Background: an optimization exercise with open tools, aiming at small area, a short achievable clock period and few clock cycles per item. Do not read the settings as production practice.
Function was checked by simulation only, so behaviour that the tests miss may differ from the original.

--- flow/design.v ---
module filter_store (
	input  logic        clk,
	input  logic        rst_n,
	input  logic        filter_valid,
	input  logic        busy,
	input  logic [7:0]  in_data,
	output logic [71:0] weights
);
	localparam int KER_TAPS = 9;
	logic [3:0] shift_cnt;
	logic       shift_en;
	assign shift_en = filter_valid && !busy && (shift_cnt != 4'(KER_TAPS));
	always_ff @(posedge clk or negedge rst_n) begin
		if (!rst_n) begin
			shift_cnt <= '0;
		end else if (!filter_valid) begin
			shift_cnt <= '0;
		end else if (shift_en) begin
			shift_cnt <= shift_cnt + 4'd1;
		end
	end
	always_ff @(posedge clk) begin
		if (shift_en) begin
			weights <= {in_data, weights[71:8]};
		end
	end
endmodule
module image_store #(
	parameter int IMG_MAX = 8
) (
	input  logic       clk,
	input  logic       rst_n,
	input  logic       image_valid,
	input  logic       busy,
	input  logic [7:0] in_data,
	input  logic [3:0] image_size,
	input  logic       pad_mode,
	input  logic       act_mode,
	output logic [3:0] size,
	output logic       pad_sel,
	output logic       act_sel,
	output logic       load_done,
	input  logic [3:0] rd_row,
	input  logic [3:0] rd_col,
	output logic [7:0] rd_pixel
);
	localparam int AW = $clog2(IMG_MAX);
	logic [7:0] mem [IMG_MAX*IMG_MAX];
	logic       loading;
	logic [3:0] wr_row;
	logic [3:0] wr_col;
	logic [3:0] eff_size;
	logic [3:0] last_idx;
	logic       wr_en;
	logic       row_end;
	logic       img_end;
	assign wr_en = image_valid && !busy;
	assign eff_size = loading ? size : image_size;
	assign last_idx = eff_size - 4'd1;
	assign row_end  = (wr_col == last_idx);
	assign img_end  = row_end && (wr_row == last_idx);
	always_ff @(posedge clk or negedge rst_n) begin
		if (!rst_n) begin
			loading   <= 1'b0;
			wr_row    <= '0;
			wr_col    <= '0;
			load_done <= 1'b0;
			size      <= '0;
			pad_sel   <= 1'b0;
			act_sel   <= 1'b0;
		end else begin
			load_done <= 1'b0;
			if (wr_en) begin
				if (!loading) begin
					size    <= image_size;
					pad_sel <= pad_mode;
					act_sel <= act_mode;
				end
				loading   <= !img_end;
				load_done <= img_end;
				if (!row_end) begin
					wr_col <= wr_col + 4'd1;
				end else begin
					wr_col <= '0;
					wr_row <= img_end ? '0 : wr_row + 4'd1;
				end
			end
		end
	end
	always_ff @(posedge clk) begin
		if (wr_en) begin
			mem[{wr_row[AW-1:0], wr_col[AW-1:0]}] <= in_data;
		end
		rd_pixel <= mem[{rd_row[AW-1:0], rd_col[AW-1:0]}];
	end
endmodule
module conv_sequencer #(
	parameter int IMG_MAX = 8
) (
	input  logic       clk,
	input  logic       rst_n,
	input  logic       load_done,
	input  logic [3:0] size,
	input  logic       pad_sel,
	input  logic       act_sel,
	output logic       busy,
	output logic [3:0] rd_row,
	output logic [3:0] rd_col,
	output logic       tap_valid,
	output logic [3:0] tap_index,
	output logic       tap_zero,
	output logic       first_tap,
	output logic       last_tap,
	output logic       act_out
);
	localparam int KER = 3;
	localparam logic [1:0] TAP_LAST  = 2'(KER - 1);
	localparam logic [1:0] DRAIN_CYC = 2'd2;
	logic       run;
	logic [1:0] drain;
	logic [3:0] out_r;
	logic [3:0] out_c;
	logic [1:0] tap_r;
	logic [1:0] tap_c;
	logic       act_q;
	logic [3:0] sz;
	logic [3:0] sz_last;
	logic [4:0] src_r;
	logic [4:0] src_c;
	logic [4:0] map_r;
	logic [4:0] map_c;
	logic       row_end;
	logic       img_end;
	assign sz      = (size > 4'(IMG_MAX)) ? 4'(IMG_MAX) : size;
	assign sz_last = sz - 4'd1;
	assign row_end = (out_c == sz_last);
	assign img_end = row_end && (out_r == sz_last);
	assign src_r = {1'b0, out_r} + {3'b000, tap_r} - 5'd1;
	assign src_c = {1'b0, out_c} + {3'b000, tap_c} - 5'd1;
	always_comb begin
		if (src_r[4]) begin
			map_r = {1'b1, 4'd0};
		end else if (src_r[3:0] >= sz) begin
			map_r = {1'b1, sz_last};
		end else begin
			map_r = {1'b0, src_r[3:0]};
		end
		if (src_c[4]) begin
			map_c = {1'b1, 4'd0};
		end else if (src_c[3:0] >= sz) begin
			map_c = {1'b1, sz_last};
		end else begin
			map_c = {1'b0, src_c[3:0]};
		end
	end
	assign rd_row    = map_r[3:0];
	assign rd_col    = map_c[3:0];
	assign tap_zero  = run && (pad_sel == 1'b0) && (map_r[4] || map_c[4]);
	assign tap_valid = run;
	assign tap_index = {2'b00, tap_r} * 4'(KER) + {2'b00, tap_c};
	assign first_tap = run && (tap_r == 2'd0) && (tap_c == 2'd0);
	assign last_tap  = run && (tap_r == TAP_LAST) && (tap_c == TAP_LAST);
	assign act_out   = act_q;
	assign busy      = load_done || run || (drain != 2'd0);
	always_ff @(posedge clk or negedge rst_n) begin
		if (!rst_n) begin
			run   <= 1'b0;
			drain <= '0;
			out_r <= '0;
			out_c <= '0;
			tap_r <= '0;
			tap_c <= '0;
			act_q <= 1'b0;
		end else if (load_done) begin
			run   <= 1'b1;
			out_r <= '0;
			out_c <= '0;
			tap_r <= '0;
			tap_c <= '0;
			act_q <= act_sel;
		end else if (run) begin
			if (tap_c != TAP_LAST) begin
				tap_c <= tap_c + 2'd1;
			end else begin
				tap_c <= '0;
				if (tap_r != TAP_LAST) begin
					tap_r <= tap_r + 2'd1;
				end else begin
					tap_r <= '0;
					if (!row_end) begin
						out_c <= out_c + 4'd1;
					end else begin
						out_c <= '0;
						if (!img_end) begin
							out_r <= out_r + 4'd1;
						end else begin
							out_r <= '0;
							run   <= 1'b0;
							drain <= DRAIN_CYC;
						end
					end
				end
			end
		end else if (drain != 2'd0) begin
			drain <= drain - 2'd1;
		end
	end
endmodule
module mac_act #(
	parameter int ALPHA = 10
) (
	input  logic        clk,
	input  logic        rst_n,
	input  logic [71:0] weights,
	input  logic [7:0]  rd_pixel,
	input  logic        tap_valid,
	input  logic [3:0]  tap_index,
	input  logic        tap_zero,
	input  logic        first_tap,
	input  logic        last_tap,
	input  logic        act_out,
	output logic        out_valid,
	output logic [15:0] out_data
);
	localparam logic signed [19:0] RES_MAX = 20'sh07fff;
	localparam logic signed [19:0] RES_MIN = -20'sh08000;
	logic              d_valid;
	logic              d_zero;
	logic              d_first;
	logic              d_last;
	logic [3:0]        d_index;
	logic signed [7:0] px;
	logic signed [7:0] wt;
	logic signed [15:0] prod;
	logic signed [19:0] acc;
	logic signed [19:0] base;
	logic signed [19:0] sum;
	logic signed [19:0] act_v;
	logic [15:0]        act_res;
	logic signed [31:0] quot;
	always_ff @(posedge clk or negedge rst_n) begin
		if (!rst_n) begin
			d_valid <= 1'b0;
			d_zero  <= 1'b0;
			d_first <= 1'b0;
			d_last  <= 1'b0;
			d_index <= '0;
		end else begin
			d_valid <= tap_valid;
			d_zero  <= tap_zero;
			d_first <= first_tap;
			d_last  <= last_tap;
			d_index <= tap_index;
		end
	end
	assign px   = d_zero ? 8'sd0 : rd_pixel;
	assign wt   = weights[8*d_index +: 8];
	assign prod = px * wt;
	assign base = d_first ? 20'sd0 : acc;
	assign sum  = base + {{4{prod[15]}}, prod};
	assign quot = sum / ALPHA;
	always_comb begin
		if (!sum[19]) begin
			act_v = sum;
		end else if (act_out == 1'b1) begin
			act_v = quot[19:0];
		end else begin
			act_v = '0;
		end
		if (act_v > RES_MAX) begin
			act_res = 16'h7fff;
		end else if (act_v < RES_MIN) begin
			act_res = 16'h8000;
		end else begin
			act_res = act_v[15:0];
		end
	end
	always_ff @(posedge clk) begin
		if (d_valid) begin
			acc <= sum;
		end
		if (d_valid && d_last) begin
			out_data <= act_res;
		end
	end
	always_ff @(posedge clk or negedge rst_n) begin
		if (!rst_n) begin
			out_valid <= 1'b0;
		end else begin
			out_valid <= d_valid && d_last;
		end
	end
endmodule
module conv_top #(
	parameter int IMG_MAX = 8,
	parameter int ALPHA   = 10
) (
	input  logic        clk,
	input  logic        rst_n,
	input  logic        filter_valid,
	input  logic        image_valid,
	input  logic [3:0]  image_size,
	input  logic        pad_mode,
	input  logic        act_mode,
	input  logic [7:0]  in_data,
	output logic        out_valid,
	output logic [15:0] out_data
);
	logic [71:0] weights;
	logic        busy;
	logic        load_done;
	logic [3:0]  size;
	logic        pad_sel;
	logic        act_sel;
	logic        act_run;
	logic [3:0]  rd_row;
	logic [3:0]  rd_col;
	logic [7:0]  rd_pixel;
	logic        tap_valid;
	logic [3:0]  tap_index;
	logic        tap_zero;
	logic        first_tap;
	logic        last_tap;
	filter_store filter_store_i (
		.clk          (clk),
		.rst_n        (rst_n),
		.filter_valid (filter_valid),
		.busy         (busy),
		.in_data      (in_data),
		.weights      (weights)
	);
	image_store #(.IMG_MAX(IMG_MAX)) image_store_i (
		.clk         (clk),
		.rst_n       (rst_n),
		.image_valid (image_valid),
		.busy        (busy),
		.in_data     (in_data),
		.image_size  (image_size),
		.pad_mode    (pad_mode),
		.act_mode    (act_mode),
		.size        (size),
		.pad_sel     (pad_sel),
		.act_sel     (act_sel),
		.load_done   (load_done),
		.rd_row      (rd_row),
		.rd_col      (rd_col),
		.rd_pixel    (rd_pixel)
	);
	conv_sequencer #(.IMG_MAX(IMG_MAX)) conv_sequencer_i (
		.clk       (clk),
		.rst_n     (rst_n),
		.load_done (load_done),
		.size      (size),
		.pad_sel   (pad_sel),
		.act_sel   (act_sel),
		.busy      (busy),
		.rd_row    (rd_row),
		.rd_col    (rd_col),
		.tap_valid (tap_valid),
		.tap_index (tap_index),
		.tap_zero  (tap_zero),
		.first_tap (first_tap),
		.last_tap  (last_tap),
		.act_out   (act_run)
	);
	mac_act #(.ALPHA(ALPHA)) mac_act_i (
		.clk       (clk),
		.rst_n     (rst_n),
		.weights   (weights),
		.rd_pixel  (rd_pixel),
		.tap_valid (tap_valid),
		.tap_index (tap_index),
		.tap_zero  (tap_zero),
		.first_tap (first_tap),
		.last_tap  (last_tap),
		.act_out   (act_run),
		.out_valid (out_valid),
		.out_data  (out_data)
	);
endmodule
--- flow/run.sh ---
#!/bin/bash
# synth_recipe.tcl (not shown) runs the flow's synth.tcl, then flattens the netlist and writes it again
# the make line also repeats each setting of config.mk as NAME=value (left out here)
make -C /OpenROAD-flow-scripts/flow DESIGN_CONFIG=/design/flow/config.mk WORK_HOME=/design/flow/orfs CLKGATE_MAP_FILE= SYNTH_SCRIPT=/design/flow/synth_recipe.tcl finish
--- flow/config.mk ---
export PLATFORM = sky130hd
export DESIGN_NAME = conv_top
export DESIGN_NICKNAME = conv_top
export VERILOG_FILES = /design/flow/design.v
export SDC_FILE = /design/flow/constraint.sdc
export NUM_CORES = 4
export LEC_CHECK = 0
export CAP_MARGIN = 20
export CORE_MARGIN = 2
export CORE_UTILIZATION = 40
export SLEW_MARGIN = 20
--- flow/constraint.sdc ---
create_clock -name core_clock -period 18.0 [get_ports {clk}]
set_input_delay 3.6000 -clock core_clock [delete_from_list [all_inputs] [get_ports {clk}]]
set_output_delay 3.6000 -clock core_clock [all_outputs]
set_load 0.01 [all_outputs]
==> qor.txt <==
Met2 WL post-DR -> 42.8 mm
CP Capture Type -> register
DRT Pass-1 Iters -> 5
Crit path kind -> register to register
Status -> no timing/DRC/antenna violations
H-Tree Depth -> 3
Min Clock Period, post-route -> 16590 ps
Initial antenna violation count -> 0
Top routing layer used -> met4
Max-cap violations -> 0
Fin nets -> 3127
Synth Flop Type -> edfxtp_1
Final period util -> 0.922
Delay-heaviest family, CP -> compound AO/OA/AOI/OAI gates
Pre-CTS setup slack -> 675 ps
Commonest non-fill, non-tap cell in the layout -> edfxtp_1
Die Span X -> 301 um
Clk sink count -> 673
GRT Total Usage -> 0.191
CTS tree -> done
Slew Viols, Final -> 0
Vias in the first global route -> 23.7k
Remaining DRCs -> 0
FF-to-FF setup slack -> 1410 ps
Die H -> 301 um
Cell Area, Synth -> 35400 um2
Worst Path Buf+Inv -> 6
Maximum clock insertion buffer count -> 3
WL final -> 87.1 mm
Antenna viol nets, final -> 0
Mapped Nets -> 3159
Setup TNS Final -> 0 ps
Register area -> 19900 um2
Yosys reg bits -> 673
Seq/Total Area, Yosys -> 0.562
Skew-Pair Late Insertion Delay -> 620 ps
Slowest cell on crit path -> dfrtp_2
Global-route wire length before repair -> 136 mm
Most frequent cells in the layout -> edfxtp_1 (620), nand2_1 (361), nor2_1 (202)
Area of the multi-input gates -> 14300 um2
Crit path max fanout -> 15
RSZ-0062 raised after global routing -> no
# setup viols final -> 0
DR WL met3 -> 4.19 mm
HP Class -> register to register
Ys Warns -> 4
Avg Vias per Cell -> 5.74
Maximum number of pins on one net before global-route repair -> 211
Die area -> 90900 um2
Req. time, crit path -> 18320 ps
Top Ports -> 35
Rows -> 109
Routed WL per cell -> 20.8 um
Vias -> 24.0k
Startpoint types -> register
Number of synthesized flops with an enable pin -> 620
Placer Congestion -> 0.855
CTS hold repair buffers -> 0
Core ar. -> 88100 um2
Yosys cell types -> 128
Initial DRC Count -> 1719
Setup ws final -> 1410 ps
Worst slew pin tran -> 1060 ps
Area grow syn2layout -> 10.5%
Max-slew headroom -> 0.294
Fin. Hold Viols -> 0
Crit-path max cell delay -> 580 ps
Crit path arrival time -> 16910 ps
Post-DP HPWL -> 55.2 mm
Initial Utilization -> 0.402
Fill cells -> 8097
Met1 wire length -> 38.0 mm
CTS Buf Count -> 72
Layout cells sized above 1 -> 0.0908
Average cell area after synthesis -> 11.8 um2
Port Buffers -> 34
Clock skew -> 24.8 ps
Grt total ovfl -> 0
Worst-path clk slew -> 60 ps
Synth async-reset ratio -> 0.0669
Post-route core utilization -> 0.444
Antenna Cells -> 0
Clock root buffer -> clkbuf_16
Max Fclk -> 60.3 MHz
Post-Syn Instances -> 2999
==> final timing paths <==
kind                                                 start  cells after the start                    endpoint
worst min register to register  filter_store_i.weights[53]                      0  filter_store_i.weights[45]
worst max-delay path                  mac_act_i.d_index[0]                     56       mac_act_i.out_data[0]
worst min-delay path            filter_store_i.weights[53]                      0  filter_store_i.weights[45]
worst max register to register        mac_act_i.d_index[0]                     56       mac_act_i.out_data[0]
min in group asynchronous                            rst_n                      2         mac_act_i.out_valid
max in group asynchronous                            rst_n                      2        mac_act_i.d_index[0]
==> layer usage <==
layer,up-vias,track usage
met5,-,0
met3,137,0.0272
met2,663,0.323
met1,12000,0.257
li1,11200,-
met4,0,0.0490
==> worst register-to-register path: cells and delay by family (launching register included) <==
kind	cells	cell delay, ps
compound gates	26	6890
xor+xnor	1	260
fa+ha+maj	7	3210
buf+inv	6	770
flops	1	580
mux	3	1050
simple gates	13	3540
==> synthesized netlist by cell type, types with 7 or more instances <==
library cell	n	area, um2
a211o_1	18	158
a211oi_1	194	1460
a21o_1	22	165
a21oi_1	116	581
a21oi_2	12	105
a311oi_1	69	604
a31oi_1	96	601
and2_1	144	901
and3_1	12	75.1
buf_1	21	78.8
buf_2	8	40.0
clkbuf_1	134	503
dfrtp_1	45	1130
dfxtp_1	8	160
edfxtp_1	620	18600
fa_1	60	1200
ha_1	82	1030
inv_1	136	510
mux2i_1	30	300
mux4_2	16	360
nand2_1	361	1360
nand2b_1	31	194
nand3_1	36	180
nand3b_1	7	52.6
nand4_1	23	144
nor2_1	204	766
nor2b_1	30	188
nor3_1	39	195
nor4_1	17	106
o2111ai_1	8	70.1
o211ai_1	12	90.1
o21ai_0	46	230
o21ai_1	14	70.1
or2_2	8	50.1
or3_1	16	100
xnor2_1	70	613
xor2_1	20	175
==> kinds of logic (layout without fill, tap and decap cells) <==
family | after synthesis | count (layout) | synth area share
AND/OR/NAND/NOR | 971 | 971 | 0.134
AO/OA/AOI/OAI | 745 | 745 | 0.158
flip-flops | 673 | 673 | 0.562
buffers and inverters | 316 | 336 | 0.0355
adder cells (fa/ha/maj) | 144 | 144 | 0.0635
XOR/XNOR | 98 | 98 | 0.0264
multiplexers | 52 | 52 | 0.0207
==> final cells by class <==
class                      count  area share
clock inverter                38      0.0100
multi-input combinational   2010       0.367
sequential                   673       0.509
timing repair buffer          68      0.0150
clock buffer                  88      0.0482
tap                         1165      0.0373
inverter                     142      0.0136
==> stage by stage <==
step	hold WS, ps	std cells	area, um2
2_1_floorplan	405	2999	35400
3_3_place_gp	426	4055	36800
3_5_place_dp	436	4055	36800
4_1_cts	449	4181	39000
5_1_grt	458	4184	39100
6_report	445	4184	39100
==> state kept, by name, indices dropped and copies added (netlist names), 2 cells and up <==
name,flops
filter_store_i.weights,72
image_store_i.wr_col,4
image_store_i.size,4
mac_act_i.d_index,4
image_store_i.wr_row,4
conv_sequencer_i.out_c,4
conv_sequencer_i.tap_c,2
image_store_i.mem,512
conv_sequencer_i.tap_r,2
mac_act_i.out_data,16
filter_store_i.shift_cnt,4
conv_sequencer_i.out_r,4
image_store_i.rd_pixel,8
mac_act_i.acc,20
conv_sequencer_i.drain,2
==> timing repair <==
item                                    4_1_cts  5_1_grt
setup buffers                                 0        3
endpoints found under the setup margin        0       15
resized for setup                             0       12
Testbench counts, summed over its fixed seeds: cycles 46,838, results 4,631.

-- afterwards: timing with drivers on the ports --
The results above use ideal ports. As a check the final layout listed here was re-extracted and re-timed, cells and wires unchanged.
Step 1 assumes that a clkbuf_16 drives the clock port and a buf_2 every other input.
Step 2, shift: input delay + t, output delay - t, t = (earliest + latest rising clock arrival at the registers) / 2. This alone moves slack from input paths to output paths.
a / b / c = no drivers / after step 1 / after step 2; a / b = the first two.
t (ns): 0.672
setup slack, ns: 1.409 / 1.409 / 1.409
hold WS [ns]: 0.445 / 0.445 / 0.445
worst register clock-pin slew, ns: 0.07 / 0.07
worst slew at a driven data input, ns: 0.06
After both steps setup and hold are still met in this run. For this run, drivers alone change the setup slack by 0.000 ns; drivers and shift together by 0.000 ns.
